Context: an optimization exercise on an open-source flow, tuned for small area, a short achievable clock period and few clock cycles. The choices shown serve that exercise and are no tape-out recipe. RTL that was checked went through simulation tests only; none was proved equivalent to the original. No functional check of the RTL was part of runs 4 to 7. Power figures rest on the tool's default switching activity, not on a simulated workload.

===== flow/config.mk =====
export PLATFORM = sky130hd
export DESIGN_NAME = wildcard_name_matcher
export DESIGN_NICKNAME = wildcard_name_matcher
export VERILOG_FILES = /design/flow/design.v
export SDC_FILE = /design/flow/constraint.sdc
export NUM_CORES = 4
export LEC_CHECK = 0
export CAP_MARGIN = 20
export CORE_MARGIN = 2
export CORE_UTILIZATION = 40
export SETUP_SLACK_MARGIN = 2.9
export SLEW_MARGIN = 20

===== flow/constraint.sdc =====
create_clock -name core_clock -period 5.0 [get_ports {i_clk}]
set_input_delay 1.0000 -clock core_clock [delete_from_list [all_inputs] [get_ports {i_clk}]]
set_output_delay 1.0000 -clock core_clock [all_outputs]
set_load 0.01 [all_outputs]

===== flow/design.v =====
`timescale 1ns / 1ps
package wnm_pkg;
    localparam int MAX_PATTERN = 32;
    localparam int POS_W       = MAX_PATTERN + 1;
    localparam int LEN_W       = $clog2(MAX_PATTERN + 1);
    localparam logic [7:0] ANY_ONE = 8'd63;
    localparam logic [7:0] ANY_RUN = 8'd42;
    localparam logic CMD_LOAD = 1'b0;
    localparam logic CMD_NAME = 1'b1;
    typedef struct packed {
        logic matched;
        logic pattern_overflow;
    } t_result;
endpackage
`timescale 1ns / 1ps
module wnm_cell (
    input  logic       i_clk,
    input  logic       i_shift,
    input  logic [7:0] i_d,
    input  logic [7:0] i_ch,
    output logic [7:0] o_q,
    output logic       o_hit,
    output logic       o_star
);
    logic [7:0] r_byte;
    always_ff @(posedge i_clk) begin
        if (i_shift) begin
            r_byte <= i_d;
        end
    end
    assign o_q    = r_byte;
    assign o_star = (r_byte == wnm_pkg::ANY_RUN);
    assign o_hit  = (r_byte == wnm_pkg::ANY_ONE) || (r_byte == i_ch);
endmodule
`timescale 1ns / 1ps
module wnm_out_skid (
    input  logic             i_clk,
    input  logic             i_rst_n,
    input  logic             i_push,
    input  wnm_pkg::t_result i_data,
    output logic             o_ready,
    output logic             o_valid,
    input  logic             i_ready,
    output wnm_pkg::t_result o_data
);
    logic    r_out_valid;
    logic    n_out_valid;
    wnm_pkg::t_result r_out;
    wnm_pkg::t_result n_out;
    logic    r_skid_valid;
    logic    n_skid_valid;
    wnm_pkg::t_result r_skid;
    wnm_pkg::t_result n_skid;
    logic    out_free;
    assign out_free = !r_out_valid || i_ready;
    always_comb begin
        n_out_valid  = r_out_valid;
        n_out        = r_out;
        n_skid_valid = r_skid_valid;
        n_skid       = r_skid;
        if (out_free) begin
            if (r_skid_valid) begin
                n_out_valid  = 1'b1;
                n_out        = r_skid;
                n_skid_valid = i_push;
                n_skid       = i_data;
            end else begin
                n_out_valid  = i_push;
                n_out        = i_data;
            end
        end else if (i_push) begin
            n_skid_valid = 1'b1;
            n_skid       = i_data;
        end
    end
    always_ff @(posedge i_clk) begin
        if (!i_rst_n) begin
            r_out_valid  <= 1'b0;
            r_skid_valid <= 1'b0;
        end else begin
            r_out_valid  <= n_out_valid;
            r_skid_valid <= n_skid_valid;
        end
    end
    always_ff @(posedge i_clk) begin
        r_out  <= n_out;
        r_skid <= n_skid;
    end
    assign o_ready = !r_skid_valid;
    assign o_valid = r_out_valid;
    assign o_data  = r_out;
endmodule
`timescale 1ns / 1ps
module wildcard_name_matcher (
    input  logic       i_clk,
    input  logic       i_rst_n,
    input  logic       i_valid,
    output logic       o_ready,
    input  logic       i_cmd,
    input  logic [7:0] i_ch,
    input  logic       i_last,
    output logic       o_valid,
    input  logic       i_ready,
    output logic       o_matched,
    output logic       o_pattern_overflow
);
    localparam int N  = wnm_pkg::MAX_PATTERN;
    localparam int LW = wnm_pkg::LEN_W;
    logic [LW-1:0]  r_cnt;            
    logic [LW-1:0]  r_len;            
    logic           r_lstar;          
    logic           r_ovf;
    logic           r_load_restart;
    logic           r_name_restart;
    logic [N:0]     r_act;
    logic           in_fire;
    logic           load_fire;
    logic           name_fire;
    logic           ch_star;
    logic [LW-1:0]  ld_cnt;
    logic [LW-1:0]  ld_len;
    logic           ld_lstar;
    logic           ld_ovf;
    logic           ld_room;
    logic           shift;
    logic [7:0]     d   [N+1];
    logic [N-1:0]   hit;
    logic [N-1:0]   star;
    logic [N:0]     start;
    logic [N:0]     init;
    logic [N:0]     cur;
    logic [N:0]     step;
    logic [N:0]     closed;
    logic           push;
    wnm_pkg::t_result push_data;
    wnm_pkg::t_result out_data;
    assign in_fire   = i_valid && o_ready;
    assign load_fire = in_fire && (i_cmd == wnm_pkg::CMD_LOAD);
    assign name_fire = in_fire && (i_cmd == wnm_pkg::CMD_NAME);
    assign ch_star   = (i_ch == wnm_pkg::ANY_RUN);
    assign ld_cnt   = r_load_restart ? '0 : r_cnt;
    assign ld_len   = r_load_restart ? '0 : r_len;
    assign ld_lstar = !r_load_restart && r_lstar;
    assign ld_ovf   = !r_load_restart && r_ovf;
    assign ld_room  = (ld_cnt < LW'(N));
    assign shift    = load_fire && ld_room && !(ch_star && ld_lstar);
    assign d[0] = i_ch;
    for (genvar i = 0; i < N; i++) begin : g_cell
        wnm_cell u_cell (
            .i_clk   (i_clk),
            .i_shift (shift),
            .i_d     (d[i]),
            .i_ch    (i_ch),
            .o_q     (d[i+1]),
            .o_hit   (hit[i]),
            .o_star  (star[i])
        );
    end
    for (genvar q = 0; q <= N; q++) begin : g_pos
        assign start[q] = (r_len == LW'(q));
        if (q < N) begin : g_lo
            assign init[q] = start[q] || (start[q+1] && star[q]);
        end else begin : g_hi
            assign init[q] = start[q];
        end
    end
    assign cur = r_name_restart ? init : r_act;
    for (genvar q = 0; q <= N; q++) begin : g_step
        logic stay;
        logic move;
        if (q > 0) begin : g_stay
            assign stay = cur[q] && star[q-1];
        end else begin : g_nostay
            assign stay = 1'b0;
        end
        if (q < N) begin : g_move
            assign move = cur[q+1] && hit[q];
        end else begin : g_nomove
            assign move = 1'b0;
        end
        assign step[q] = stay || move;
    end
    for (genvar q = 0; q <= N; q++) begin : g_close
        if (q < N) begin : g_lo
            assign closed[q] = step[q] || (step[q+1] && star[q]);
        end else begin : g_hi
            assign closed[q] = step[q];
        end
    end
    assign push                       = name_fire && i_last;
    assign push_data.matched          = closed[0];
    assign push_data.pattern_overflow = r_ovf;
    always_ff @(posedge i_clk) begin
        if (!i_rst_n) begin
            r_cnt          <= '0;
            r_len          <= '0;
            r_lstar        <= 1'b0;
            r_ovf          <= 1'b0;
            r_load_restart <= 1'b1;
            r_name_restart <= 1'b1;
        end else if (load_fire) begin
            r_cnt          <= ld_room ? ld_cnt + LW'(1) : ld_cnt;
            r_len          <= shift ? ld_len + LW'(1) : ld_len;
            r_lstar        <= shift ? ch_star : ld_lstar;
            r_ovf          <= ld_ovf || !ld_room;
            r_load_restart <= i_last;
            r_name_restart <= 1'b1;
        end else if (name_fire) begin
            r_name_restart <= i_last;
        end
    end
    always_ff @(posedge i_clk) begin
        if (name_fire) begin
            r_act <= closed;
        end
    end
    wnm_out_skid u_out (
        .i_clk   (i_clk),
        .i_rst_n (i_rst_n),
        .i_push  (push),
        .i_data  (push_data),
        .o_ready (o_ready),
        .o_valid (o_valid),
        .i_ready (i_ready),
        .o_data  (out_data)
    );
    assign o_matched          = out_data.matched;
    assign o_pattern_overflow = out_data.pattern_overflow;
endmodule

===== flow/run.sh =====
#!/bin/bash
# synth_recipe.tcl (not shown) runs the flow's synth.tcl, then flattens the netlist and writes it again
# the make line also repeats each setting of config.mk as NAME=value (left out here)
make -C /OpenROAD-flow-scripts/flow DESIGN_CONFIG=/design/flow/config.mk WORK_HOME=/design/flow/orfs CLKGATE_MAP_FILE= SYNTH_SCRIPT=/design/flow/synth_recipe.tcl finish

==> results.toml, run 1 <==
[placed_design]
dp_cells = 1731
place_area_mm2 = 0.0161
dpl.hpwl_um = 22800
place_congestion = 0.800
port-buffer-count = 17

[detailed_routing]
first_pass_iters = 6
drt_iter0_markers = 922
drc = 0
via_per_inst = 5.81
met2_length_um = 19500
wl_um = 42400
met3_wirelength_um = 3090
vias = 10800
top_layer_used = "met4"
wl_per_cell_um = 22.7
m1WireLength_um = 18500
ant_nets = 0

[pwr]
p_sw_uw = 1440
power_leakage_uw = 0.00582
power_density_mw_per_mm2 = 335
ir_drop_mv = 0.250
internal_power_uw = 4810
seq_power_share = 0.486
p_clk_frac = 0.428
switching_share = 0.231
combPwrFrac = 0.086

[critical_path]
timing.rr.start = "r_len[0]"
slowest_stage = "edfxtp_1"
r2r-end = "u_out.r_out[1]"
critPathLaunchType = "register"
cp_top_family = "flip-flops"
cp.depth = 1
cp-startpoint = "u_out.r_out[1]"
max_stage_delay_ns = 0.41
required_ns = 4.00
worstSetupEndpointType = "primary output"
critPathKind = "reg2out"
worstSetupEndpoint = "o_matched"
reg2reg_slack_ns = 2.92
cp_cell_sequence = "buf_2"
rr_worst_depth = 5
arrival_ns = 1.10
cp_max_fo = 1
path_buf_inv = 1

[grt]
grt_pass1_vias = 10400
overflow = 0
grt_max_degree = 38
antenna_found_initial = 0
grt.total_usage = 0.201
grt_first_pass_wirelength_um = 62600

[sta]
setup_viol = 0
fin_crit_sh = 0.420
worst_pin_slew_ns = 0.803
grt_setup_unrepaired = "yes"
hold_viol_final = 0
hold_ws_ns = 0.492
relSlewSlack = 0.464
drv_slew = 0
skew_ns = 0.0101
post-route-min-period_ns = 2.10
setup_tns_ns = 0
fmax_ghz = 0.476

[finish]
syn2layout_area_growth_pct = 20.9
diodes = 0
finalInstanceArea_mm2 = 0.0187
drive_above_1_share = 0.142
seq_area_mm2 = 0.00914
multi_input_area_mm2 = 0.00617
final_cells = 1866
fill_cells = 3325
nets = 1342

[clock_tree]
cts_root_buffer = "clkbuf_16"
htree_levels = 2
cts_made_buffers = 37
clk_pin_slew_ns = 0.06
cts_hold_buf = 0
cts_tree = "yes"
max-clock-path-buffers = 3
insertion_delay_ns = 0.52
clkSinkCount = 310

[yosys]
synth_edf_count = 292
synth_most_common_cell = "edfxtp_1"
yosysUniqueCellTypes = 75
synth-seq-cells = 310
syn_nets = 1259
synth.yosys.seq_area_share = 0.591
synth_area_leaders = "edfxtp_1, xnor2_1, nand4_1"
synth_top_area_frac = 0.568
syn_area_mm2 = 0.0154
syn_avg_cell_area_um2 = 12.4
synthArstFlopShare = 0
ys.flop_type = "edfxtp_1"
synth_cells = 1243
synth_warnings = 5
yosys-top-cells-count = "edfxtp_1, xnor2_1, nand4_1, nor2_1"
yosysTopAreaCell = "edfxtp_1"

[status]
status = "timing/DRC/antenna clean"

[die]
rows = 71
die_area_mm2 = 0.0402
dieWidth_um = 200
die-height_um = 200
start_util = 0.408
ioPinCount = 18
coreArea_mm2 = 0.0378

[min_path]
min_path_type = "reg2reg"

[job]
drv_cap = 0
-- repair_timing --
action	CTS	global route
cloned	16	5
endpoints found under the setup margin	305	308
setup buffers	27	19
resized for setup	85	35
pin swaps	5	5
-- metrics by stage --
| stage | worst slack, ns | utilization | total power [uW] |
|---|---|---|---|
| after global placement | 1.64 | 0.426 | 3480 |
| after detailed placement | 1.58 | 0.426 | 3480 |
| after CTS | 2.88 | 0.482 | 6250 |
| final | 2.90 | 0.493 | 6260 |
| after floorplan | 1.10 | - | 3370 |
| after global routing | 2.82 | 0.493 | 6440 |
-- power groups by stage --
stage	Sequential (uW)	Combinational [uW]	Clock [uW]
2_1_floorplan	3060	310	0
3_3_place_gp	3090	385	0
3_5_place_dp	3090	391	0
4_1_cts	3040	496	2710
5_1_grt	3050	569	2820
6_report	3040	535	2680
-- area by class of cell --
type | instances | area share
clock buffer | 50 | 0.0556
clock inverter | 18 | 0.00912
inverter | 8 | 0.00201
multi-input combinational | 874 | 0.331
sequential | 310 | 0.490
tap | 511 | 0.0343
timing repair buffer | 93 | 0.0776
timing repair inverter | 2 | 0.000805
-- worst register-to-register path, delay by kind of cell (launching register included) --
kind | cells | cell delay, ns
DFF | 1 | 0.53
buffers and inverters | 1 | 0.30
AOI/OAI and AO/OA | 2 | 0.44
muxes | 1 | 0.32
and+or+nand+nor | 1 | 0.24
-- flip-flops by register name, summed over array words and instances (netlist names), 2 cells and up --
| signal | flops |
|---|---|
| g_cell.u_cell.r_byte | 256 |
| r_act | 32 |
| r_cnt | 6 |
| r_len | 6 |
| u_out.r_out | 2 |
| u_out.r_skid | 2 |
-- cell usage in the layout, fill, tap and decap left out, drive strengths merged, types with 3 or more instances in the layout --
cell	netlist	routed
and3	25	25
nor2	61	61
nand4	98	98
a22oi	8	8
bufbuf	0	5
dfxtp	18	18
or4	4	4
clkdlybuf4s50	0	3
o21ai	57	57
bufinv	0	3
edfxtp	292	292
inv	8	7
o211ai	12	12
nand3	48	48
o2bb2ai	5	5
nor2b	19	19
nand2b	13	13
o2111ai	8	8
nand3b	3	3
nand4b	15	15
and4bb	3	3
nor4bb	9	9
a21oi	48	48
nor4	8	8
or3	11	11
nor3	26	26
xnor2	240	240
a31oi	7	7
buf	35	77
and2	20	21
nor4b	17	17
a21boi	7	7
clkinv	0	12
clkbuf	18	55
clkinvlp	0	6
nand2	49	49
xor2	16	16
-- per-layer routing --
layer,vias up,GRT usage
li1,4901,-
met1,5424,0.289
met2,432,0.316
met3,86,0.0321
met4,0,0.0598
met5,-,0
-- worst min-delay path by stage --
| stage | start | to | cells after the start |
|---|---|---|---|
| final | g_cell[14].u_cell.r_byte[1] | g_cell[15].u_cell.r_byte[1] | 0 |
| after global routing | g_cell[1].u_cell.r_byte[7] | g_cell[2].u_cell.r_byte[7] | 0 |
| after CTS | g_cell[14].u_cell.r_byte[1] | g_cell[15].u_cell.r_byte[1] | 0 |
| after detailed placement | r_ovf | u_out.r_skid[0] | 0 |
| after global placement | g_cell[14].u_cell.r_byte[1] | g_cell[15].u_cell.r_byte[1] | 0 |
| after floorplan | r_ovf | u_out.r_skid[0] | 0 |
-- kinds of logic (layout without fill, tap and decap cells) --
group / count (synthesis) / in the layout / share of synthesized area
and+or+nand+nor: 435 / 436 / 0.168
muxes: 3 / 3 / 0.00211
AOI/OAI and AO/OA: 176 / 177 / 0.0734
adders and majority gates: 2 / 2 / 0.00162
xor gates and xnor gates: 256 / 256 / 0.145
buffers and inverters: 61 / 171 / 0.0183
DFF: 310 / 310 / 0.591
Testbench counts, summed over its fixed seeds: cycles 32,674.
==> inputs of run 2 (changes only) <==
--- a/flow/config.mk
+++ b/flow/config.mk
@@ -10,3 +10,3 @@
 export CORE_UTILIZATION = 40
-export SETUP_SLACK_MARGIN = 2.9
+export SETUP_SLACK_MARGIN = 2.5
 export SLEW_MARGIN = 20
==> run 2 against run 1 <==
Compared with the run above: hold slack got worse by 0.0086 ns; highest routed layer unchanged; combinational power fell by 24%; routed wire length fell by 12%; sequential share of layout area rose by 3.6 points; fmax fell by 15%; register-to-register slack got worse by 0.21 ns; via count fell by 5.6%; still clean on timing, DRC and antenna; clock skew rose by 0.0065 ns; largest power group unchanged.
==> results.toml, run 2 <==
[yosys]
synthArstFlopShare = 0
synth_warnings = 5
yosys-top-cells-count = "edfxtp_1, xnor2_1, nand4_1, nor2_1"
synth-seq-cells = 310
syn_area_mm2 = 0.0154
syn_avg_cell_area_um2 = 12.4
synth_top_area_frac = 0.568
synth_cells = 1243
synth.yosys.seq_area_share = 0.591
yosysTopAreaCell = "edfxtp_1"
synth_edf_count = 292
ys.flop_type = "edfxtp_1"
synth_most_common_cell = "edfxtp_1"
synth_area_leaders = "edfxtp_1, xnor2_1, nand4_1"
syn_nets = 1259
yosysUniqueCellTypes = 75

[placed_design]
dpl.hpwl_um = 22200
place_congestion = 0.767
port-buffer-count = 17

[detailed_routing]
ant_nets = 0
via_per_inst = 5.67
wl_um = 37200
wl_per_cell_um = 20.6
vias = 10200
first_pass_iters = 7
drt_iter0_markers = 906
drc = 0

[sta]
setup_viol = 0
grt_setup_unrepaired = "yes"
drv_slew = 0
skew_ns = 0.0166
post-route-min-period_ns = 2.48
setup_tns_ns = 0
hold_viol_final = 0
fin_crit_sh = 0.495
fmax_ghz = 0.404
relSlewSlack = 0.375
worst_pin_slew_ns = 0.936

[finish]
layout_commonest_cell = "edfxtp_1"
utilization = 0.459
fill_cells = 3443
syn2layout_area_growth_pct = 12.5
largestRegisters = "g_cell.u_cell.r_byte (256), r_act (32)"
diodes = 0
largest_register_ffs = 256
layout_common_cells = "edfxtp_1, xnor2_1, nand4_1, nor2_1"
drive_above_1_share = 0.0804
nets = 1281
regMostFlops = "g_cell.u_cell.r_byte"

[status]
status = "timing/DRC/antenna clean"

[pwr]
ir_drop_mv = 0.283
power_density_mw_per_mm2 = 343
power_leakage_uw = 0.00518

[die]
dieWidth_um = 200
ioPinCount = 18
start_util = 0.408
coreArea_mm2 = 0.0378
rows = 71
die_area_mm2 = 0.0402
die-height_um = 200

[critical_path]
cp_top_family = "buffers and inverters"
path_buf_inv = 2
rr_worst_depth = 5
critPathKind = "in2reg"
critPathLaunchType = "input pin"
cp.depth = 4
cp_max_fo = 50
cp_cell_sequence = "clkdlybuf4s50_1, nor3b_4, o21a_4, bufbuf_16"
max_stage_delay_ns = 0.49
slowest_stage = "clkdlybuf4s50_1"
required_ns = 5.20
worstSetupEndpointType = "register"
arrival_ns = 2.68

[clock_tree]
cts_hold_buf = 0
cts_made_buffers = 36
htree_levels = 2
cts_root_buffer = "clkbuf_16"
clkSinkCount = 310
max-clock-path-buffers = 3
clk_pin_slew_ns = 0.06
insertion_delay_ns = 0.53
cts_tree = "yes"

[grt]
grt.total_usage = 0.184
overflow = 0
grt_first_pass_wirelength_um = 58100
antenna_found_initial = 0
grt_pass1_vias = 9929
grt_max_degree = 91

[min_path]
min_path_type = "reg2reg"
hold_depth = 0

[job]
drv_cap = 0
[run 2: cell counts after synthesis]
Identical to the previous run, type by type.
[run 2: final cells by class]
cell class / instances / area, um2 / area share
timing repair buffer: 34 / 354 / 0.0204
clock buffer: 44 / 952 / 0.0548
multi-input combinational: 874 / 6080 / 0.350
inverter: 8 / 33.8 / 0.00194
clock inverter: 22 / 168 / 0.00965
sequential: 310 / 9130 / 0.526
tap: 511 / 639 / 0.0368
timing repair inverter: 1 / 7.51 / 0.000432
[run 2: kinds of logic (layout without fill, tap and decap cells)]
group / after synthesis / count (layout) / synth area share
AO/OA/AOI/OAI: 176 / 178 / 0.0734
flip-flops: 310 / 310 / 0.591
XOR/XNOR: 256 / 256 / 0.145
AND/OR/NAND/NOR: 435 / 435 / 0.168
multiplexers: 3 / 3 / 0.00211
adder cells (fa/ha/maj): 2 / 2 / 0.00162
buffers and inverters: 61 / 109 / 0.0183
[run 2: layer usage]
layer,wire length (um),GRT usage,vias to the layer above
li1,-,-,4776
met1,16700,0.253,5112
met2,17500,0.299,275
met3,2130,0.0299,73
met4,917,0.0569,0
met5,0,0,-
[run 2: worst paths after layout]
kind                               from                         end  slack [ns]
min          g_cell[8].u_cell.r_byte[1]  g_cell[9].u_cell.r_byte[1]        0.48
max reg2reg                    r_len[0]              u_out.r_out[1]        2.71
max                               i_cmd  g_cell[0].u_cell.r_byte[6]        2.52
min reg2reg  g_cell[8].u_cell.r_byte[1]  g_cell[9].u_cell.r_byte[1]        0.48
[run 2: what timing repair did]
| action | in CTS | in global routing |
|---|---|---|
| gates resized for setup | 6 | 9 |
| setup endpoints to repair | 226 | 38 |
| setup buffers | 2 | 0 |
| gates cloned | 3 | 2 |
| pin swaps | 1 | 0 |
[run 2: report_power, final]
part           internal [uW]  switching [uW]
logic                    171             235
registers               2940            98.7
clock network           1470            1050
total                   4580            1380
[run 2: worst register-to-register path: cells and delay by family (launching register included)]
family	cells	cell delay, ns
compound gates	2	0.45
buf+inv	1	0.48
flops	1	0.47
mux	1	0.31
simple gates	1	0.34
[run 2: through the flow]
stage	area [um2]	total power, uW	hold slack [ns]	worst slack [ns]	instances
finish	17400	5960	0.483	2.52	1804
global route	17400	6170	0.507	2.41	1804
CTS	17300	6000	0.484	2.52	1802
detailed placement	16100	3480	0.480	1.46	1731
global placement	16100	3470	0.474	1.51	1731
floorplan	15500	3360	0.427	1.09	1243
==> inputs of run 3 (changes only) <==
--- a/flow/config.mk
+++ b/flow/config.mk
@@ -10,3 +10,2 @@
 export CORE_UTILIZATION = 40
-export SETUP_SLACK_MARGIN = 2.5
 export SLEW_MARGIN = 20
==> run 3 against run 2 <==
Compared with the run above: still clean; power fell by 2.0%; worst setup slack got worse by 0.50 ns; cell count fell by 0.61%; sequential share of layout area rose by 0.62 points; synthesized area did not move; routed wire length barely moved; synthesized cell count did not move; via count fell by 1.2%; fmax fell by 17%; sequential cell count did not move; largest power group unchanged; highest routed layer unchanged.
==> results.toml, run 3 <==
[status]
status = "timing/DRC/antenna clean"

[detailed_routing]
vias = 10100
drc = 0
first_pass_iters = 5
wl_per_cell_um = 20.8
wl_um = 37200
ant_nets = 0
drt_iter0_markers = 953
via_per_inst = 5.64

[critical_path]
r2r-end = "u_out.r_out[1]"
critPathLaunchType = "input pin"
rr_worst_depth = 5
arrival_ns = 3.12
worstSetupEndpointType = "register"
worstSetupEndpoint = "g_cell[31].u_cell.r_byte[0]"
critPathKind = "in2reg"
cp-startpoint = "i_cmd"
timing.rr.start = "r_len[0]"
reg2reg_slack_ns = 2.53
required_ns = 5.15
cp_max_fo = 41

[finish]
largestRegisters = "g_cell.u_cell.r_byte (256), r_act (32)"
layout_common_cells = "edfxtp_1, xnor2_1, nand4_1, nor2_1"
layout_commonest_cell = "edfxtp_1"
nets = 1274
largest_register_ffs = 256
diodes = 0
regMostFlops = "g_cell.u_cell.r_byte"
drive_above_1_share = 0.0710
syn2layout_area_growth_pct = 11.1

[grt]
met1_usage = 0.253
top_usage_layer = "met2"
grt_util_met2 = 0.294
gr-usage-met3 = 0.0356
grt.total_usage = 0.184
antenna_found_initial = 0
overflow = 0
grt_pass1_vias = 10100
grt_first_pass_wirelength_um = 58500
grt_max_degree = 77

[yosys]
syn_area_mm2 = 0.0154
synth-seq-cells = 310
synth_most_common_cell = "edfxtp_1"
syn_nets = 1259
synthArstFlopShare = 0
synth_area_leaders = "edfxtp_1, xnor2_1, nand4_1"
yosys-top-cells-count = "edfxtp_1, xnor2_1, nand4_1, nor2_1"
synth_cells = 1243
synth.yosys.seq_area_share = 0.591
ys.flop_type = "edfxtp_1"
synth_warnings = 5
yosysTopAreaCell = "edfxtp_1"
syn_avg_cell_area_um2 = 12.4
yosysUniqueCellTypes = 75
synth_edf_count = 292
synth_top_area_frac = 0.568

[clock_tree]
insertion_delay_ns = 0.52
cts_made_buffers = 36
clkSinkCount = 310
max-clock-path-buffers = 3
postCtsSetupRepairBufs = 0
clk_pin_slew_ns = 0.06
htree_levels = 2
cts_tree = "yes"
cts_hold_buf = 0
cts_root_buffer = "clkbuf_16"
cts_resized = 0

[pwr]
power_leakage_uw = 0.00510
ir_drop_mv = 0.241
power_density_mw_per_mm2 = 340

[sta]
hold_viol_final = 0
fin_crit_sh = 0.595
grt_setup_unrepaired = "no"
skew_ns = 0.0132
hold_ws_ns = 0.491
setup_tns_ns = 0
drv_slew = 0
setup_viol = 0
post-route-min-period_ns = 2.98
relSlewSlack = 0.346
fmax_ghz = 0.336
worst_pin_slew_ns = 0.980

[placed_design]
port-buffer-count = 17
place_congestion = 0.774
dpl.hpwl_um = 22900

[min_path]
min_path_type = "reg2reg"

[die]
rows = 71
coreArea_mm2 = 0.0378
ioPinCount = 18
die_area_mm2 = 0.0402
die-height_um = 200
start_util = 0.408
dieWidth_um = 200

[job]
drv_cap = 0
run 3: cell counts after synthesis:
Identical to the previous run, type by type.
run 3: layer usage:
layer | vias up | wire (um)
met4 | 0 | 949
met5 | - | 0
met3 | 66 | 1980
met2 | 263 | 17100
met1 | 5053 | 17200
li1 | 4735 | -
run 3: cell families (layout without fill, tap and decap cells):
kind of cell    Yosys count  in the layout  synth area share
simple gates            435            435             0.168
xor+xnor                256            256             0.145
fa+ha+maj                 2              2           0.00162
compound gates          176            176            0.0734
mux                       3              3           0.00211
buf+inv                  61            100            0.0183
flops                   310            310             0.591
run 3: area by class of cell:
type | instances | area, um2
flip-flops and latches | 310 | 9130
clock inverters | 19 | 108
well taps | 511 | 639
clock buffers | 43 | 948
repair buffers | 30 | 265
inverters | 8 | 30.0
fillers | 3446 | 20700
multi-input cells | 872 | 6040
run 3: how the worst min path moves through the flow:
stage	startpoint	end	cells past startpoint
6_report	g_cell[13].u_cell.r_byte[5]	g_cell[14].u_cell.r_byte[5]	0
5_1_grt	r_ovf	u_out.r_skid[0]	0
4_1_cts	r_ovf	u_out.r_skid[0]	0
3_5_place_dp	r_ovf	u_out.r_skid[0]	0
3_3_place_gp	r_ovf	u_out.r_skid[0]	0
2_1_floorplan	r_ovf	u_out.r_skid[0]	0
run 3: critical path, stage by stage:
cell and delay (ns):
clkdlybuf4s50_1 0.47, nor3b_2 0.58, o21a_4 0.51, buf_4 0.54
run 3: power breakdown:
part           total, uW  internal [uW]  switching [uW]
clock network       2410           1390            1010
registers           3040           2940            98.6
logic                392            162             230
total               5840           4500            1340
run 3: per-stage QoR:
step	cell area, um2	total power, uW	util	cells	worst slack [ns]
5_1_grt	17200	6040	0.454	1793	1.91
3_5_place_dp	16100	3480	0.426	1731	1.52
4_1_cts	17200	5890	0.453	1793	2.06
2_1_floorplan	15400	3360	-	1243	1.01
3_3_place_gp	16100	3480	0.425	1731	1.59
6_report	17200	5840	0.454	1793	2.02
==> inputs of run 4 (changes only) <==
--- a/flow/design.v
+++ b/flow/design.v
@@ -39,2 +39,3 @@
     input  logic             i_push,
+    input  logic             i_push_next,
     input  wnm_pkg::t_result i_data,
@@ -54,2 +55,3 @@
     logic    out_free;
+    logic    r_ready;
     assign out_free = !r_out_valid || i_ready;
@@ -79,2 +81,3 @@
             r_skid_valid <= 1'b0;
+            r_ready      <= 1'b1;
         end else begin
@@ -82,2 +85,3 @@
             r_skid_valid <= n_skid_valid;
+            r_ready      <= !n_out_valid || (!n_skid_valid && !i_push_next);
         end
@@ -88,3 +92,3 @@
     end
-    assign o_ready = !r_skid_valid;
+    assign o_ready = r_ready;
     assign o_valid = r_out_valid;
@@ -116,2 +120,6 @@
     logic           in_fire;
+    logic           r_in_v;
+    logic           r_in_cmd;
+    logic [7:0]     r_in_ch;
+    logic           r_in_last;
     logic           load_fire;
@@ -136,6 +144,18 @@
     wnm_pkg::t_result out_data;
-    assign in_fire   = i_valid && o_ready;
-    assign load_fire = in_fire && (i_cmd == wnm_pkg::CMD_LOAD);
-    assign name_fire = in_fire && (i_cmd == wnm_pkg::CMD_NAME);
-    assign ch_star   = (i_ch == wnm_pkg::ANY_RUN);
+    assign in_fire = i_valid && o_ready;
+    always_ff @(posedge i_clk) begin
+        if (!i_rst_n) begin
+            r_in_v <= 1'b0;
+        end else begin
+            r_in_v <= in_fire;
+        end
+    end
+    always_ff @(posedge i_clk) begin
+        r_in_cmd  <= i_cmd;
+        r_in_ch   <= i_ch;
+        r_in_last <= i_last;
+    end
+    assign load_fire = r_in_v && (r_in_cmd == wnm_pkg::CMD_LOAD);
+    assign name_fire = r_in_v && (r_in_cmd == wnm_pkg::CMD_NAME);
+    assign ch_star   = (r_in_ch == wnm_pkg::ANY_RUN);
     assign ld_cnt   = r_load_restart ? '0 : r_cnt;
@@ -146,3 +166,3 @@
     assign shift    = load_fire && ld_room && !(ch_star && ld_lstar);
-    assign d[0] = i_ch;
+    assign d[0] = r_in_ch;
     for (genvar i = 0; i < N; i++) begin : g_cell
@@ -152,3 +172,3 @@
             .i_d     (d[i]),
-            .i_ch    (i_ch),
+            .i_ch    (r_in_ch),
             .o_q     (d[i+1]),
@@ -189,3 +209,3 @@
     end
-    assign push                       = name_fire && i_last;
+    assign push                       = name_fire && r_in_last;
     assign push_data.matched          = closed[0];
@@ -205,6 +225,6 @@
             r_ovf          <= ld_ovf || !ld_room;
-            r_load_restart <= i_last;
+            r_load_restart <= r_in_last;
             r_name_restart <= 1'b1;
         end else if (name_fire) begin
-            r_name_restart <= i_last;
+            r_name_restart <= r_in_last;
         end
@@ -220,2 +240,3 @@
         .i_push  (push),
+        .i_push_next (in_fire && (i_cmd == wnm_pkg::CMD_NAME) && i_last),
         .i_data  (push_data),
--- a/flow/config.mk
+++ b/flow/config.mk
@@ -10,2 +10,3 @@
 export CORE_UTILIZATION = 40
+export SETUP_SLACK_MARGIN = 2.9
 export SLEW_MARGIN = 20
==> run 4 against run 3 <==
Compared with the run above: first-iteration DRC count shrank 0.52%; clock power grew 8.7%; sequential share of layout area is 1.0 points lower; non-clock buffer count is 16 higher; synthesized area rose by 2.3%; largest cell class unchanged; register-to-register slack better by 0.43 ns; design area up 4.9%; critical path type is now reg2out; power rose by 3.3%.
==> results.toml, run 4 <==
[finish]
syn2layout_area_growth_pct = 14.0
nets = 1293
layout_common_cells = "edfxtp_1, xnor2_1, nand4_1, nand2_1, nand3_1"
largestRegisters = "g_cell.u_cell.r_byte (256), r_act (32), r_in_ch (8)"
largest_register_ffs = 256
multi_input_area_mm2 = 0.00617
layout_commonest_cell = "edfxtp_1"
final_cells = 1823
drive_above_1_share = 0.136
diodes = 0
fill_cells = 3410
regMostFlops = "g_cell.u_cell.r_byte"
seq_area_mm2 = 0.00939

[pwr]
switching_share = 0.222
p_sw_uw = 1340
power_density_mw_per_mm2 = 335
internal_power_uw = 4690
p_clk_frac = 0.434
power_uw = 6030
power_leakage_uw = 0.00529
combPwrFrac = 0.058
seq_power_share = 0.507
ir_drop_mv = 0.189

[yosys]
yosys-top-cells-count = "edfxtp_1, xnor2_1, nand4_1, nand2_1, nand3_1"
synth_warnings = 5
yosysTopAreaCell = "edfxtp_1"
synth_top_area_frac = 0.555
syn_area_mm2 = 0.0158
syn_nets = 1256
synthArstFlopShare = 0
synth-seq-cells = 322
synth_area_leaders = "edfxtp_1, xnor2_1, dfxtp_1"
synth_most_common_cell = "edfxtp_1"
ys.flop_type = "edfxtp_1"
synth_edf_count = 292
yosysUniqueCellTypes = 63
synth_cells = 1240
synth.yosys.seq_area_share = 0.593
syn_avg_cell_area_um2 = 12.7

[grt]
grt_max_degree = 84
grt_first_pass_wirelength_um = 57300
overflow = 0
grt.total_usage = 0.179
antenna_found_initial = 0
grt_pass1_vias = 9881

[status]
status = "timing/DRC/antenna clean"

[die]
dieWidth_um = 203
rows = 72
die-height_um = 203
ioPinCount = 18
coreArea_mm2 = 0.0388
die_area_mm2 = 0.0411
start_util = 0.407

[sta]
setup_viol = 0
post-route-min-period_ns = 2.06
skew_ns = 0.0154
hold_ws_ns = 0.493
worst_pin_slew_ns = 0.681
relSlewSlack = 0.544
fmax_ghz = 0.486
fin_crit_sh = 0.412
drv_slew = 0
hold_viol_final = 0
grt_setup_unrepaired = "no"

[critical_path]
cp_cell_sequence = "clkdlybuf4s15_2"
critPathLaunchType = "register"
arrival_ns = 1.06
slowest_stage = "dfxtp_2"
path_buf_inv = 1
cp_top_family = "flip-flops"
cp_max_fo = 2
max_stage_delay_ns = 0.33
required_ns = 4.00
critPathKind = "reg2out"
worstSetupEndpointType = "primary output"

[clock_tree]
insertion_delay_ns = 0.53
cts_tree = "yes"
clk_pin_slew_ns = 0.06
clkSinkCount = 322
cts_root_buffer = "clkbuf_16"
max-clock-path-buffers = 3
cts_made_buffers = 37
htree_levels = 2

[detailed_routing]
via_per_inst = 5.54
drc = 0
ant_nets = 0
wl_per_cell_um = 20.2
vias = 10100
wl_um = 36700
drt_iter0_markers = 948
first_pass_iters = 5

[job]
drv_cap = 0

[min_path]
min_path_type = "reg2reg"

[placed_design]
dpl.hpwl_um = 21500
port-buffer-count = 17
dp_cells = 1740
place_congestion = 0.783
==> run 4: changes by cell type after synthesis, moves of 13 or more <==
cell      change
nor2_1       -40
or4_4        +13
nor4b_1      -13
nand4b_1     -15
nand2_1      +27
or4_1        +14
a21oi_1      -18
o221ai_1     +13
==> run 4: cells by family after synthesis <==
| logic type | after synthesis | share of synthesized area |
|---|---|---|
| xor+xnor | 257 | 0.143 |
| simple gates | 409 | 0.157 |
| fa+ha+maj | 2 | 0.00158 |
| compound gates | 175 | 0.0811 |
| mux | 3 | 0.00198 |
| buf+inv | 72 | 0.0222 |
| flops | 322 | 0.593 |
==> run 4: routing by layer <==
metal	part of all wire	vias to the layer above	global-route usage
li1	-	4786	-
met1	0.48	4987	0.260
met2	0.44	261	0.272
met3	0.050	67	0.0289
met4	0.028	0	0.0592
met5	0	-	0
==> run 4: final timing paths <==
check                         start              end  slack, ns  cells past startpoint
setup / recovery  u_out.r_out_valid          o_valid       2.94                      1
hold / removal                r_ovf  u_out.r_skid[0]       0.49                      0
setup reg to reg         r_in_ch[0]   u_out.r_out[1]       2.96                      6
hold reg to reg               r_ovf  u_out.r_skid[0]       0.49                      0
==> run 4: cell type report <==
| cell class | instances | share of cell area |
|---|---|---|
| repair inverters | 4 | 0.00167 |
| clock buffers | 47 | 0.0564 |
| multi-input cells | 846 | 0.343 |
| well taps | 518 | 0.0360 |
| flip-flops and latches | 322 | 0.522 |
| inverters | 20 | 0.00480 |
| clock inverters | 20 | 0.00890 |
| repair buffers | 46 | 0.0280 |
==> run 4: per-stage QoR <==
| step | area [um2] | setup TNS, ns | util | setup slack, ns |
|---|---|---|---|---|
| global placement | 16500 | 0 | 0.426 | 2.12 |
| CTS | 17700 | 0 | 0.457 | 2.41 |
| global route | 18000 | 0 | 0.464 | 2.89 |
| floorplan | 15800 | -93.10 | - | -0.364 |
| detailed placement | 16500 | 0 | 0.426 | 2.17 |
| finish | 18000 | 0 | 0.464 | 2.94 |
==> run 4: power by group through the flow <==
stage / clock network (uW) / registers, uW / logic (uW)
floorplan: 0 / 3100 / 257
global placement: 0 / 3110 / 329
detailed placement: 0 / 3110 / 333
CTS: 2660 / 3060 / 337
global route: 2780 / 3070 / 380
finish: 2620 / 3060 / 350
==> run 4: what timing repair did <==
action,in CTS,in global routing
gates resized for setup,30,39
setup buffers,0,12
endpoints found under the setup margin,293,292
pin swaps,0,2
gates cloned,2,2
hold buffers,0,0
==> inputs of run 5 (changes only) <==
--- a/flow/config.mk
+++ b/flow/config.mk
@@ -10,3 +10,3 @@
 export CORE_UTILIZATION = 40
-export SETUP_SLACK_MARGIN = 2.9
+export SETUP_SLACK_MARGIN = 2.6
 export SLEW_MARGIN = 20
==> run 5 against run 4 <==
Compared with the run above: hold slack improved by 0.00084 ns; combinational power fell by 3%; sequential cell count unchanged; design area fell by 1.2%; via count is 0.47% lower; clock skew is 0.00082 ns lower; core utilization shrank 0.55 points; synthesized area unchanged.
==> results.toml, run 5 <==
[status]
status = "timing/DRC/antenna clean"

[yosys]
synth.yosys.seq_area_share = 0.593
yosysTopAreaCell = "edfxtp_1"
synthArstFlopShare = 0
syn_nets = 1256
yosys-top-cells-count = "edfxtp_1, xnor2_1, nand4_1, nand2_1, nand3_1"
synth_warnings = 5
synth_cells = 1240
synth-seq-cells = 322
syn_avg_cell_area_um2 = 12.7
synth_edf_count = 292
yosysUniqueCellTypes = 63
synth_most_common_cell = "edfxtp_1"
syn_area_mm2 = 0.0158
synth_area_leaders = "edfxtp_1, xnor2_1, dfxtp_1"
ys.flop_type = "edfxtp_1"
synth_top_area_frac = 0.555

[finish]
fill_cells = 3434
finalInstanceArea_mm2 = 0.0178
seq_area_mm2 = 0.00938
drive_above_1_share = 0.114
multi_input_area_mm2 = 0.00611
regMostFlops = "g_cell.u_cell.r_byte"
largest_register_ffs = 256
layout_commonest_cell = "edfxtp_1"
nets = 1282
layout_common_cells = "edfxtp_1, xnor2_1, nand4_1, nand2_1, nand3_1"
syn2layout_area_growth_pct = 12.6
largestRegisters = "g_cell.u_cell.r_byte (256), r_act (32), r_in_ch (8)"
diodes = 0
utilization = 0.458

[critical_path]
cp_cell_sequence = "clkdlybuf4s50_1"
cp_top_family = "buffers and inverters"
required_ns = 4.00
worstSetupEndpointType = "primary output"
max_stage_delay_ns = 0.52
critPathKind = "reg2out"
cp_max_fo = 1
arrival_ns = 1.36
slowest_stage = "clkdlybuf4s50_1"
path_buf_inv = 1
critPathLaunchType = "register"

[pwr]
power_leakage_uw = 0.00522
power_density_mw_per_mm2 = 339
ir_drop_mv = 0.190

[detailed_routing]
wl_um = 36500
drt_iter0_markers = 871
vias = 10100
drc = 0
wl_per_cell_um = 20.1
via_per_inst = 5.55
first_pass_iters = 5
ant_nets = 0

[grt]
antenna_found_initial = 0
grt_max_degree = 84
grt_first_pass_wirelength_um = 57100
overflow = 0
gr-usage-met3 = 0.0286
grt.total_usage = 0.178
grt_util_met2 = 0.272
met1_usage = 0.259
grt_pass1_vias = 9837
top_usage_layer = "met2"

[clock_tree]
cts_root_buffer = "clkbuf_16"
cts_made_buffers = 37
max-clock-path-buffers = 3
cts_tree = "yes"
clkSinkCount = 322
htree_levels = 2
insertion_delay_ns = 0.53
clk_pin_slew_ns = 0.06
cts_hold_buf = 0

[die]
dieWidth_um = 203
start_util = 0.407
rows = 72
die-height_um = 203
die_area_mm2 = 0.0411
ioPinCount = 18
coreArea_mm2 = 0.0388

[placed_design]
place_congestion = 0.783
port-buffer-count = 17
dpl.hpwl_um = 21500
place_area_mm2 = 0.0165

[sta]
hold_viol_final = 0
grt_setup_unrepaired = "yes"
skew_ns = 0.0146
drv_slew = 0
worst_pin_slew_ns = 0.902
fin_crit_sh = 0.472
post-route-min-period_ns = 2.36
fmax_ghz = 0.424
hold_ws_ns = 0.494
setup_viol = 0
relSlewSlack = 0.396

[min_path]
min_path_type = "reg2reg"

[job]
drv_cap = 0
-- run 5: cell counts after synthesis --
Identical to the previous run, type by type.
-- run 5: final timing paths --
| check | slack [ns] | from | cells after the start | to |
|---|---|---|---|---|
| setup / recovery | 2.64 | u_out.r_out[1] | 1 | o_matched |
| setup reg to reg | 2.70 | r_in_ch[2] | 6 | r_act[13] |
| hold reg to reg | 0.49 | r_ovf | 0 | u_out.r_skid[0] |
| hold / removal | 0.49 | r_ovf | 0 | u_out.r_skid[0] |
-- run 5: what timing repair did --
action	in CTS	in global routing
endpoints found under the setup margin	288	261
buffers inserted	0	2
gates resized for setup	5	11
cloned	1	2
-- run 5: power breakdown --
part           leakage, uW  switching (uW)  total [uW]  internal [uW]
clock             0.000572            1080        2630           1550
combinational      0.00170             195         338            143
sequential         0.00295            65.1        3060           2990
-- run 5: routing by layer --
layer	routed length, um	part of all wire
met1	17700	0.48
met3	1650	0.045
met5	0	0
met4	981	0.027
met2	16200	0.44
-- run 5: cell type report --
cell class,instances,area share
Sequential cell,322,0.528
Multi-Input combinational cell,846,0.343
Clock buffer,47,0.0571
Tap cell,518,0.0364
Timing Repair Buffer,36,0.0206
Clock inverter,20,0.00901
Inverter,20,0.00464
Timing Repair inverter,3,0.00113
-- run 5: logic make-up after synthesis --
group	after synthesis	share of synthesized area
AND/OR/NAND/NOR	409	0.157
flip-flops	322	0.593
XOR/XNOR	257	0.143
AO/OA/AOI/OAI	175	0.0811
buffers and inverters	72	0.0222
multiplexers	3	0.00198
adder cells (fa/ha/maj)	2	0.00158
-- run 5: worst register-to-register path, cell delays in order (launching register included) --
cell       delay [ns]
dfxtp_2          0.35
buf_4            0.64
xnor2_1          0.23
nand4_1          0.12
o21ai_0          0.46
nand3_2          0.13
o2111ai_1        0.20
-- run 5: stage by stage --
step | setup TNS (ns) | total power (uW) | cells | worst slack, ns
finish | 0 | 6020 | 1812 | 2.64
global route | 0 | 6210 | 1812 | 2.60
CTS | 0 | 6060 | 1808 | 2.41
detailed placement | 0 | 3450 | 1740 | 2.17
global placement | 0 | 3440 | 1740 | 2.12
floorplan | -93.10 | 3360 | 1240 | -0.364
==> inputs of run 6 (changes only) <==
--- a/flow/config.mk
+++ b/flow/config.mk
@@ -10,3 +10,5 @@
 export CORE_UTILIZATION = 40
-export SETUP_SLACK_MARGIN = 2.6
+export CTS_CLUSTER_DIAMETER = 100
+export CTS_CLUSTER_SIZE = 25
+export SETUP_SLACK_MARGIN = 2.9
 export SLEW_MARGIN = 20
==> run 6 against run 5 <==
Compared with the run above: still clean on timing, DRC and antenna; fmax up 14%; clock-buffer cell count down 25; register-to-register slack better by 0.25 ns; hold slack better by 0.00068 ns; cell count down 1.9%; first-iteration DRC count up 7.3%; sequential cell count unchanged; synthesized cell count unchanged; via count down 0.89%; non-clock buffer count up 9; clock skew up 0.0028 ns; largest cell class unchanged.
==> results.toml, run 6 <==
[critical_path]
cp_max_fo = 3
rr_worst_depth = 7
slowest_stage = "dfxtp_2"
reg2reg_slack_ns = 2.95
critPathKind = "reg2out"
cp_top_family = "flip-flops"
arrival_ns = 1.06
critPathLaunchType = "register"
required_ns = 4.00
path_buf_inv = 1
cp_cell_sequence = "clkdlybuf4s15_2"
max_stage_delay_ns = 0.34
worstSetupEndpointType = "primary output"
timing.rr.start = "r_in_ch[7]"
r2r-end = "g_cell[15].u_cell.r_byte[3]"

[placed_design]
dpl.hpwl_um = 21500
place_congestion = 0.783
port-buffer-count = 17
dp_cells = 1740

[pwr]
ir_drop_mv = 0.160
power_density_mw_per_mm2 = 281
power_uw = 4860
power_leakage_uw = 0.00496

[finish]
utilization = 0.446
nets = 1271
diodes = 0
final_cells = 1778
largest_register_ffs = 256
syn2layout_area_growth_pct = 9.61
largestRegisters = "g_cell.u_cell.r_byte (256), r_act (32), r_in_ch (8)"
layout_commonest_cell = "edfxtp_1"
layout_common_cells = "edfxtp_1, xnor2_1, nand4_1, nand2_1, nand3_1"
drive_above_1_share = 0.115
regMostFlops = "g_cell.u_cell.r_byte"

[grt]
grt_pass1_vias = 9670
grt.total_usage = 0.175
overflow = 0
grt_max_degree = 84
antenna_found_initial = 0
grt_first_pass_wirelength_um = 56500

[sta]
setup_viol = 0
skew_ns = 0.0174
relSlewSlack = 0.555
worst_pin_slew_ns = 0.665
fin_crit_sh = 0.413
grt_setup_unrepaired = "yes"
setup_tns_ns = 0
post-route-min-period_ns = 2.06
fmax_ghz = 0.485
hold_viol_final = 0
drv_slew = 0

[clock_tree]
cts_root_buffer = "clkbuf_16"
cts_made_buffers = 16
max-clock-path-buffers = 3
clk_pin_slew_ns = 0.11
cts_tree = "yes"
clkSinkCount = 322
htree_levels = 1
insertion_delay_ns = 0.52
cts_hold_buf = 0

[yosys]
synthArstFlopShare = 0
synth_cells = 1240
syn_area_mm2 = 0.0158
synth.yosys.seq_area_share = 0.593
synth_top_area_frac = 0.555
synth_area_leaders = "edfxtp_1, xnor2_1, dfxtp_1"
synth_most_common_cell = "edfxtp_1"
syn_avg_cell_area_um2 = 12.7
syn_nets = 1256
synth_warnings = 5
synth-seq-cells = 322
synth_edf_count = 292
ys.flop_type = "edfxtp_1"
yosysTopAreaCell = "edfxtp_1"
yosysUniqueCellTypes = 63
yosys-top-cells-count = "edfxtp_1, xnor2_1, nand4_1, nand2_1, nand3_1"

[min_path]
worstHoldStart = "g_cell[20].u_cell.r_byte[3]"
hold_depth = 0
min_path_type = "reg2reg"
holdPathEnd = "g_cell[21].u_cell.r_byte[3]"

[job]
drv_cap = 0

[die]
dieWidth_um = 203
die-height_um = 203
coreArea_mm2 = 0.0388
ioPinCount = 18
die_area_mm2 = 0.0411
start_util = 0.407
rows = 72

[status]
status = "timing/DRC/antenna clean"

[detailed_routing]
first_pass_iters = 5
via_per_inst = 5.60
wl_per_cell_um = 20.3
ant_nets = 0
vias = 9965
drt_iter0_markers = 935
wl_um = 36100
drc = 0
==> run 6: worst max path at each step <==
stage                      startpoint                           to  slack (ns)  cells after the start
detailed placement         r_in_ch[7]  g_cell[18].u_cell.r_byte[6]        2.17                      5
global route               r_in_ch[3]                    r_act[22]        2.85                      6
finish                  u_out.r_ready                      o_ready        2.94                      1
CTS                 u_out.r_out_valid                      o_valid        2.90                      1
floorplan                  r_in_ch[0]   g_cell[0].u_cell.r_byte[0]       -0.36                      5
global placement           r_in_ch[7]  g_cell[17].u_cell.r_byte[0]        2.12                      5
==> run 6: report_power, final <==
group	internal [uW]	total [uW]	switching, uW
clock network	628	1460	827
registers	2990	3050	66.8
logic	154	353	199
total	3770	4860	1090
==> run 6: timing repair <==
| action | in CTS | in global routing |
|---|---|---|
| gates cloned | 3 | 2 |
| setup endpoints to repair | 293 | 194 |
| setup buffers | 4 | 6 |
| resized for setup | 43 | 26 |
| pin swaps | 1 | 1 |
==> run 6: metrics by stage <==
step	hold slack, ns	instance area, um2	worst slack, ns
after floorplan	0.403	15800	-0.364
after global placement	0.480	16500	2.12
after detailed placement	0.472	16500	2.17
after CTS	0.495	17100	2.90
after global routing	0.514	17300	2.85
final	0.495	17300	2.94
==> run 6: layout make-up <==
type,count,area [um2]
Sequential cell,322,9390
Clock buffer,22,444
Tap cell,518,648
Inverter,20,86.3
Clock inverter,1,5.00
Multi-Input combinational cell,846,6170
Fill cell,3481,21500
Timing Repair Buffer,45,534
Timing Repair inverter,4,30.0
==> run 6: layer usage <==
metal | track usage | wire [um] | up-vias | part of all wire
li1 | - | - | 4712 | -
met1 | 0.260 | 17500 | 4961 | 0.49
met2 | 0.272 | 16200 | 245 | 0.45
met3 | 0.0189 | 1540 | 47 | 0.043
met4 | 0.0477 | 877 | 0 | 0.024
met5 | 0 | 0 | - | 0
==> run 6: cells by family after synthesis <==
logic type	count (synthesis)	share of synthesized area
AO/OA/AOI/OAI	175	0.0811
XOR/XNOR	257	0.143
adder cells (fa/ha/maj)	2	0.00158
buffers and inverters	72	0.0222
flip-flops	322	0.593
multiplexers	3	0.00198
AND/OR/NAND/NOR	409	0.157
==> inputs of run 7 (changes only) <==
--- a/flow/config.mk
+++ b/flow/config.mk
@@ -10,4 +10,5 @@
 export CORE_UTILIZATION = 40
-export CTS_CLUSTER_DIAMETER = 100
-export CTS_CLUSTER_SIZE = 25
+export CTS_BUF_LIST = sky130_fd_sc_hd__clkbuf_8
+export CTS_CLUSTER_DIAMETER = 60
+export CTS_CLUSTER_SIZE = 18
 export SETUP_SLACK_MARGIN = 2.9
==> run 7 against run 6 <==
Compared with the run above: sequential cell count stayed put; critical path depth stayed put; clock power is 9% higher; synthesized area did not move; worst setup slack worse by 0.059 ns; first-iteration DRC count shrank 9.7%; sequential share of layout area fell by 0.22 points; combinational power decreased by 1%; critical endpoint is now o_pattern_overflow.
==> results.toml, run 7 <==
[detailed_routing]
ant_nets = 0
drc = 0
wl_per_cell_um = 20.1
via_per_inst = 5.57
wl_um = 36200
drt_iter0_markers = 844
vias = 10000
first_pass_iters = 5

[clock_tree]
max-clock-path-buffers = 3
htree_levels = 1
clk_pin_slew_ns = 0.12
insertion_delay_ns = 0.61
cts_root_buffer = "clkbuf_8"
cts_tree = "yes"
clkSinkCount = 322
cts_hold_buf = 0
cts_made_buffers = 27

[pwr]
seq_power_share = 0.612
combPwrFrac = 0.070
ir_drop_mv = 0.126
internal_power_uw = 3760
switching_share = 0.247
power_leakage_uw = 0.00502
p_clk_frac = 0.318
p_sw_uw = 1230
power_density_mw_per_mm2 = 287

[sta]
post-route-min-period_ns = 2.12
relSlewSlack = 0.463
skew_ns = 0.0201
grt_setup_unrepaired = "yes"
fmax_ghz = 0.471
drv_slew = 0
setup_viol = 0
worst_pin_slew_ns = 0.798
fin_crit_sh = 0.424
setup_tns_ns = 0
hold_viol_final = 0

[finish]
diodes = 0
fill_cells = 3481
drive_above_1_share = 0.129
multi_input_area_mm2 = 0.00615
regMostFlops = "g_cell.u_cell.r_byte"
layout_common_cells = "edfxtp_1, xnor2_1, nand4_1, nand2_1, nand3_1"
nets = 1280
largestRegisters = "g_cell.u_cell.r_byte (256), r_act (32), r_in_ch (8)"
seq_area_mm2 = 0.00940
largest_register_ffs = 256
syn2layout_area_growth_pct = 10.1
layout_commonest_cell = "edfxtp_1"
final_cells = 1801

[die]
ioPinCount = 18
die_area_mm2 = 0.0411
die-height_um = 203
coreArea_mm2 = 0.0388
start_util = 0.407
rows = 72
dieWidth_um = 203

[critical_path]
required_ns = 4.00
arrival_ns = 1.12
cp-startpoint = "u_out.r_out[0]"
critPathKind = "reg2out"
reg2reg_slack_ns = 2.97
critPathLaunchType = "register"
r2r-end = "r_act[5]"
cp.depth = 1
cp_top_family = "flip-flops"
cp_cell_sequence = "buf_2"
worstSetupEndpointType = "primary output"
timing.rr.start = "g_cell[7].u_cell.r_byte[0]"
path_buf_inv = 1
rr_worst_depth = 5
cp_max_fo = 1
worstSetupEndpoint = "o_pattern_overflow"
max_stage_delay_ns = 0.37
slowest_stage = "edfxtp_1"

[grt]
antenna_found_initial = 0
grt_first_pass_wirelength_um = 56900
grt.total_usage = 0.176
grt_pass1_vias = 9842
grt_max_degree = 84
overflow = 0

[placed_design]
dp_cells = 1740
place_congestion = 0.783
dpl.hpwl_um = 21500
port-buffer-count = 17

[yosys]
synth_most_common_cell = "edfxtp_1"
synth_warnings = 5
yosys-top-cells-count = "edfxtp_1, xnor2_1, nand4_1, nand2_1, nand3_1"
syn_nets = 1256
synth_cells = 1240
synth_area_leaders = "edfxtp_1, xnor2_1, dfxtp_1"
yosysUniqueCellTypes = 63
syn_area_mm2 = 0.0158
synth_edf_count = 292
synth.yosys.seq_area_share = 0.593
synth_top_area_frac = 0.555
synth_xor_area_frac = 0.143
ys.flop_type = "edfxtp_1"
syn_avg_cell_area_um2 = 12.7
synth_top_family_by_area = "simple AND/OR/NAND/NOR gates"
synth-compound-area-share = 0.0811
synth.area.mux_share = 0.00198
yosys.area_share.simple = 0.157
synthArstFlopShare = 0
synth-seq-cells = 322
yosys.area_share.adder = 0.00158
yosysTopAreaCell = "edfxtp_1"

[min_path]
min_path_type = "reg2reg"

[job]
drv_cap = 0

[status]
status = "timing/DRC/antenna clean"
run 7: cell type report:
type	instances	share of cell area
timing repair inverter	3	0.00130
inverter	20	0.00497
multi-input combinational	846	0.354
tap	518	0.0373
timing repair buffer	44	0.0290
clock inverter	20	0.0110
clock buffer	28	0.0222
sequential	322	0.540
run 7: how the worst min path moves through the flow:
stage                                      from                          end  cells after the start
detailed placement                        r_ovf              u_out.r_skid[0]                      0
global route        g_cell[19].u_cell.r_byte[1]  g_cell[20].u_cell.r_byte[1]                      0
floorplan                            r_in_ch[4]   g_cell[0].u_cell.r_byte[4]                      0
CTS                                       r_ovf              u_out.r_skid[0]                      0
finish                                    r_ovf              u_out.r_skid[0]                      0
global placement                          r_ovf              u_out.r_skid[0]                      0
run 7: cells by family (layout without fill, tap and decap cells):
kind of cell / after synthesis / after routing
flip-flops: 322 / 322
AO/OA/AOI/OAI: 175 / 175
AND/OR/NAND/NOR: 409 / 409
multiplexers: 3 / 3
buffers and inverters: 72 / 115
XOR/XNOR: 257 / 257
adder cells (fa/ha/maj): 2 / 2
run 7: layer usage:
metal  GRT usage  part of all wire  vias to the layer above
met2       0.273              0.44                      266
met1       0.257              0.48                     4957
li1            -                 -                     4750
met5           0                 0                        -
met3      0.0236             0.047                       53
met4      0.0532             0.027                        0
run 7: through the flow:
stage	setup slack (ns)	total power (uW)	util	instance area, um2	hold slack (ns)
2_1_floorplan	-0.364	3360	-	15800	0.403
3_3_place_gp	2.12	3440	0.426	16500	0.480
3_5_place_dp	2.17	3450	0.426	16500	0.472
4_1_cts	2.84	5020	0.445	17300	0.499
5_1_grt	2.80	5170	0.448	17400	0.506
6_report	2.88	4990	0.448	17400	0.495
run 7: power groups by stage:
stage	sequential [uW]	clock, uW	combinational [uW]
3_5_place_dp	3110	0	333
5_1_grt	3060	1720	379
3_3_place_gp	3110	0	329
6_report	3050	1590	349
2_1_floorplan	3100	0	257
4_1_cts	3050	1620	344
run 7: what timing repair did:
item / 4_1_cts / 5_1_grt
gates cloned: 3 / 0
gates resized for setup: 48 / 25
endpoints found under the hold margin: 0 / 0
setup buffers: 5 / 5
pin swaps: 1 / 3
setup endpoints to repair: 293 / 200
==> inputs of run 8 (changes only) <==
--- a/flow/design.v
+++ b/flow/design.v
@@ -7,2 +7,3 @@
     localparam logic [7:0] ANY_RUN = 8'd42;
+    localparam logic [7:0] CODE_ANY_ONE = 8'h2B;
     localparam logic CMD_LOAD = 1'b0;
@@ -25,2 +26,3 @@
     logic [7:0] r_byte;
+    logic       wild;
     always_ff @(posedge i_clk) begin
@@ -30,5 +32,6 @@
     end
+    assign wild   = (r_byte[7:1] == wnm_pkg::ANY_RUN[7:1]);
     assign o_q    = r_byte;
-    assign o_star = (r_byte == wnm_pkg::ANY_RUN);
-    assign o_hit  = (r_byte == wnm_pkg::ANY_ONE) || (r_byte == i_ch);
+    assign o_star = wild && !r_byte[0];
+    assign o_hit  = (wild && r_byte[0]) || (r_byte == i_ch);
 endmodule
@@ -120,2 +123,4 @@
     logic           in_fire;
+    logic           ch_swap;
+    logic [7:0]     ch_code;
     logic           r_in_v;
@@ -137,6 +142,5 @@
     logic [N:0]     start;
-    logic [N:0]     init;
     logic [N:0]     cur;
+    logic [N:0]     closed;
     logic [N:0]     step;
-    logic [N:0]     closed;
     logic           push;
@@ -145,2 +149,4 @@
     assign in_fire = i_valid && o_ready;
+    assign ch_swap = (i_ch[7:5] == 3'b001) && i_ch[3] && (i_ch[1:0] == 2'b11) && (i_ch[4] == i_ch[2]);
+    assign ch_code = ch_swap ? (i_ch ^ 8'b0001_0100) : i_ch;
     always_ff @(posedge i_clk) begin
@@ -154,3 +160,3 @@
         r_in_cmd  <= i_cmd;
-        r_in_ch   <= i_ch;
+        r_in_ch   <= ch_code;
         r_in_last <= i_last;
@@ -180,9 +186,11 @@
         assign start[q] = (r_len == LW'(q));
+    end
+    assign cur = r_name_restart ? start : r_act;
+    for (genvar q = 0; q <= N; q++) begin : g_close
         if (q < N) begin : g_lo
-            assign init[q] = start[q] || (start[q+1] && star[q]);
+            assign closed[q] = cur[q] || (cur[q+1] && star[q]);
         end else begin : g_hi
-            assign init[q] = start[q];
-        end
-    end
-    assign cur = r_name_restart ? init : r_act;
+            assign closed[q] = cur[q];
+        end
+    end
     for (genvar q = 0; q <= N; q++) begin : g_step
@@ -191,8 +199,8 @@
         if (q > 0) begin : g_stay
-            assign stay = cur[q] && star[q-1];
+            assign stay = closed[q] && (star[q-1] || !name_fire);
         end else begin : g_nostay
-            assign stay = 1'b0;
+            assign stay = closed[q] && !name_fire;
         end
         if (q < N) begin : g_move
-            assign move = cur[q+1] && hit[q];
+            assign move = closed[q+1] && hit[q] && name_fire;
         end else begin : g_nomove
@@ -202,11 +210,7 @@
     end
-    for (genvar q = 0; q <= N; q++) begin : g_close
-        if (q < N) begin : g_lo
-            assign closed[q] = step[q] || (step[q+1] && star[q]);
-        end else begin : g_hi
-            assign closed[q] = step[q];
-        end
+    always_ff @(posedge i_clk) begin
+        r_act <= step;
     end
     assign push                       = name_fire && r_in_last;
-    assign push_data.matched          = closed[0];
+    assign push_data.matched          = step[0] || (step[1] && star[0]);
     assign push_data.pattern_overflow = r_ovf;
@@ -231,17 +235,12 @@
     end
-    always_ff @(posedge i_clk) begin
-        if (name_fire) begin
-            r_act <= closed;
-        end
-    end
     wnm_out_skid u_out (
-        .i_clk   (i_clk),
-        .i_rst_n (i_rst_n),
-        .i_push  (push),
+        .i_clk       (i_clk),
+        .i_rst_n     (i_rst_n),
+        .i_push      (push),
         .i_push_next (in_fire && (i_cmd == wnm_pkg::CMD_NAME) && i_last),
-        .i_data  (push_data),
-        .o_ready (o_ready),
-        .o_valid (o_valid),
-        .i_ready (i_ready),
-        .o_data  (out_data)
+        .i_data      (push_data),
+        .o_ready     (o_ready),
+        .o_valid     (o_valid),
+        .i_ready     (i_ready),
+        .o_data      (out_data)
     );
--- a/flow/config.mk
+++ b/flow/config.mk
@@ -10,5 +10,4 @@
 export CORE_UTILIZATION = 40
-export CTS_BUF_LIST = sky130_fd_sc_hd__clkbuf_8
-export CTS_CLUSTER_DIAMETER = 60
-export CTS_CLUSTER_SIZE = 18
+export CTS_CLUSTER_DIAMETER = 100
+export CTS_CLUSTER_SIZE = 20
 export SETUP_SLACK_MARGIN = 2.9
==> run 8 against run 7 <==
Compared with the run above: fmax is 0.45% higher; worst setup slack improved by 0.0095 ns; cell count decreased by 9.7%; critical path depth increased by 4; routed wire length down 7.0%; power rose by 0.90%; sequential power about the same; via count down 9.8%.
==> results.toml, run 8 <==
[sta]
worst_pin_slew_ns = 0.665
relSlewSlack = 0.556
post-route-min-period_ns = 2.11
hold_viol_final = 0
drv_slew = 0
grt_setup_unrepaired = "yes"
setup_viol = 0
hold_ws_ns = 0.478
skew_ns = 0.0222
fin_crit_sh = 0.423
fmax_ghz = 0.473

[clock_tree]
cts_root_buffer = "clkbuf_16"
cts_made_buffers = 20
cts_tree = "yes"
insertion_delay_ns = 0.53
htree_levels = 1
clkSinkCount = 323
clk_pin_slew_ns = 0.08
cts_hold_buf = 0
max-clock-path-buffers = 3

[placed_design]
dp_cells = 1568
dpl.hpwl_um = 20200
place_congestion = 0.745
port-buffer-count = 17

[die]
die_area_mm2 = 0.0386
coreArea_mm2 = 0.0365
ioPinCount = 18
start_util = 0.405
die-height_um = 196
dieWidth_um = 196
rows = 70

[yosys]
synthArstFlopShare = 0
synth_warnings = 5
synth_cells = 1125
synth_edf_count = 260
yosys-top-cells-count = "edfxtp_1, xnor2_1, dfxtp_1, nand2_1, nand4_1"
synth-seq-cells = 323
ys.flop_type = "edfxtp_1"
synth_area_leaders = "edfxtp_1, xnor2_1, dfxtp_1"
synth_top_area_frac = 0.527
syn_area_mm2 = 0.0148
yosysUniqueCellTypes = 66
syn_avg_cell_area_um2 = 13.2
synth.yosys.seq_area_share = 0.613
synth_most_common_cell = "edfxtp_1"
syn_nets = 1141
yosysTopAreaCell = "edfxtp_1"

[finish]
syn2layout_area_growth_pct = 11.5
diodes = 0
final_cells = 1627
multi_input_area_mm2 = 0.00555
layout_commonest_cell = "edfxtp_1"
drive_above_1_share = 0.0751
largest_register_ffs = 256
largestRegisters = "g_cell.u_cell.r_byte (256), r_act (33), r_in_ch (8)"
layout_common_cells = "edfxtp_1, xnor2_1, nand2_1, nand4_1, dfxtp_1"
seq_area_mm2 = 0.00909
nets = 1161
fill_cells = 3190
regMostFlops = "g_cell.u_cell.r_byte"

[pwr]
p_sw_uw = 1140
switching_share = 0.227
p_clk_frac = 0.329
internal_power_uw = 3890
power_density_mw_per_mm2 = 305
seq_power_share = 0.600
power_leakage_uw = 0.00492
ir_drop_mv = 0.219
combPwrFrac = 0.071

[min_path]
min_path_type = "reg2reg"
worstHoldStart = "r_ovf"

[detailed_routing]
wl_per_cell_um = 20.7
wl_um = 33700
ant_nets = 0
via_per_inst = 5.56
drt_iter0_markers = 708
first_pass_iters = 5
drc = 0
vias = 9046

[critical_path]
max_stage_delay_ns = 0.52
worstSetupEndpointType = "register"
arrival_ns = 2.47
cp-startpoint = "g_cell[1].u_cell.r_byte[6]"
path_buf_inv = 0
timing.rr.start = "g_cell[1].u_cell.r_byte[6]"
critPathKind = "reg2reg"
cp_top_family = "simple AND/OR/NAND/NOR gates"
required_ns = 5.36
critPathLaunchType = "register"
cp_max_fo = 3
cp_cell_sequence = "nand4bb_1, or4_4, o211a_1, a2111o_1, o311ai_1"
slowest_stage = "or4_4"

[status]
status = "timing/DRC/antenna clean"

[grt]
grt_first_pass_wirelength_um = 51600
grt_max_degree = 85
grt.total_usage = 0.170
grt_pass1_vias = 9208
overflow = 0
antenna_found_initial = 0

[job]
drv_cap = 0
## run 8: cell count changes in the layout (fill, tap and decap cells not counted), sizes merged, moves of 23 or more
cell	before	now
dfxtp	30	63
nor3b	0	26
edfxtp	292	260
o31ai	0	23
or4	31	5
xor2	9	51
xnor2	248	208
nand4	86	54
nand3	60	29
a21oi	30	6
## run 8: what timing repair did
action                                  in CTS  in global routing
endpoints found under the hold margin        0                  0
endpoints found under the setup margin     277                270
gates cloned                                 3                  8
pin swaps                                    3                  1
buffers inserted                            11                  1
gates resized for setup                     41                  9
## run 8: cell type report
cell class | count | area share
clock buffer | 34 | 0.0335
clock inverter | 2 | 0.00220
inverter | 8 | 0.00205
multi-input combinational | 742 | 0.336
sequential | 323 | 0.550
tap | 468 | 0.0355
timing repair buffer | 50 | 0.0405
## run 8: logic make-up (layout without fill, tap and decap cells)
kind of cell,Yosys count,in the layout,share of synthesized area
flip-flops,323,323,0.613
multiplexers,5,5,0.00347
XOR/XNOR,259,259,0.153
adder cells (fa/ha/maj),2,2,0.00169
buffers and inverters,60,94,0.0177
AND/OR/NAND/NOR,293,293,0.122
AO/OA/AOI/OAI,183,183,0.0897
## run 8: power by group through the flow
stage	registers [uW]	logic, uW	clock network [uW]
3_5_place_dp	3080	319	0
5_1_grt	3030	387	1800
4_1_cts	3020	344	1710
6_report	3020	358	1660
2_1_floorplan	3060	250	0
3_3_place_gp	3080	314	0
## run 8: worst paths after layout
check	end	slack, ns	cells past startpoint
min	u_out.r_skid[0]	0.48	0
max	u_out.r_out[1]	2.89	5
max reg2reg	u_out.r_out[1]	2.89	5
min reg2reg	u_out.r_skid[0]	0.48	0
## run 8: worst reg2reg max path, delay by kind of cell (launching register included)
family | cells | cell delay, ns
AND/OR/NAND/NOR | 2 | 0.78
AO/OA/AOI/OAI | 3 | 0.70
flip-flops | 1 | 0.46
## run 8: stage by stage
stage	instance area (um2)	total power, uW	worst slack (ns)	setup TNS [ns]	utilization
after detailed placement	15500	3400	2.29	0	0.424
after global placement	15500	3400	2.35	0	0.424
final	16500	5030	2.89	0	0.452
after CTS	16300	5070	2.84	0	0.446
after floorplan	14900	3310	-0.419	-107.31	-
after global routing	16500	5210	2.80	0	0.452
## run 8: layer usage
| layer | global-route usage | up-vias | share of wire |
|---|---|---|---|
| met5 | 0 | - | 0 |
| met4 | 0.0471 | 0 | 0.023 |
| met3 | 0.0168 | 48 | 0.036 |
| met2 | 0.296 | 176 | 0.49 |
| met1 | 0.227 | 4521 | 0.45 |
| li1 | - | 4301 | - |
Testbench counts of run 8, summed over its fixed seeds: cycles 32,708.

==> separate check: timing with driven ports <==
Ports are ideal in the flow. The routed layouts listed here were re-timed in OpenROAD. Step 1, drivers: a clkbuf_16 drives i_clk and a buf_2 each remaining input, both assumed. Step 2 times the ports against the registers' clock, not the clock port: input delays grow and output delays shrink by t, the midpoint of the rising clock arrivals with the driver on. Three values: ideal ports, drivers, drivers and shift; two values: the first two.
run	t (ns)	setup slack, ns	clock arrival spread, ns	slew at the worst register clock pin (ns)	worst slew at a driven data input, ns
run 1	0.576	2.899 / 2.843 / 2.340	0.014 / 0.014	0.06 / 0.06	0.08
run 2	0.573	2.524 / 2.517 / 1.976	0.017 / 0.017	0.06 / 0.06	0.04
run 3	0.566	2.025 / 2.053 / 1.487	0.016 / 0.016	0.06 / 0.06	0.04
run 4	0.573	2.941 / 2.890 / 2.535	0.016 / 0.015	0.06 / 0.06	0.04
run 5	0.573	2.640 / 2.589 / 2.531	0.014 / 0.015	0.06 / 0.06	0.04
run 6	0.567	2.936 / 2.885 / 2.539	0.020 / 0.020	0.11 / 0.11	0.04
run 7	0.651	2.878 / 2.828 / 2.560	0.020 / 0.020	0.12 / 0.12	0.05
run 8	0.574	2.887 / 2.870 / 2.426	0.026 / 0.025	0.09 / 0.09	0.04
After both steps every run listed still meets setup and hold. The setup slack of run 1, which loses most, moves by -0.056 ns with the drivers and by -0.559 ns with both steps.
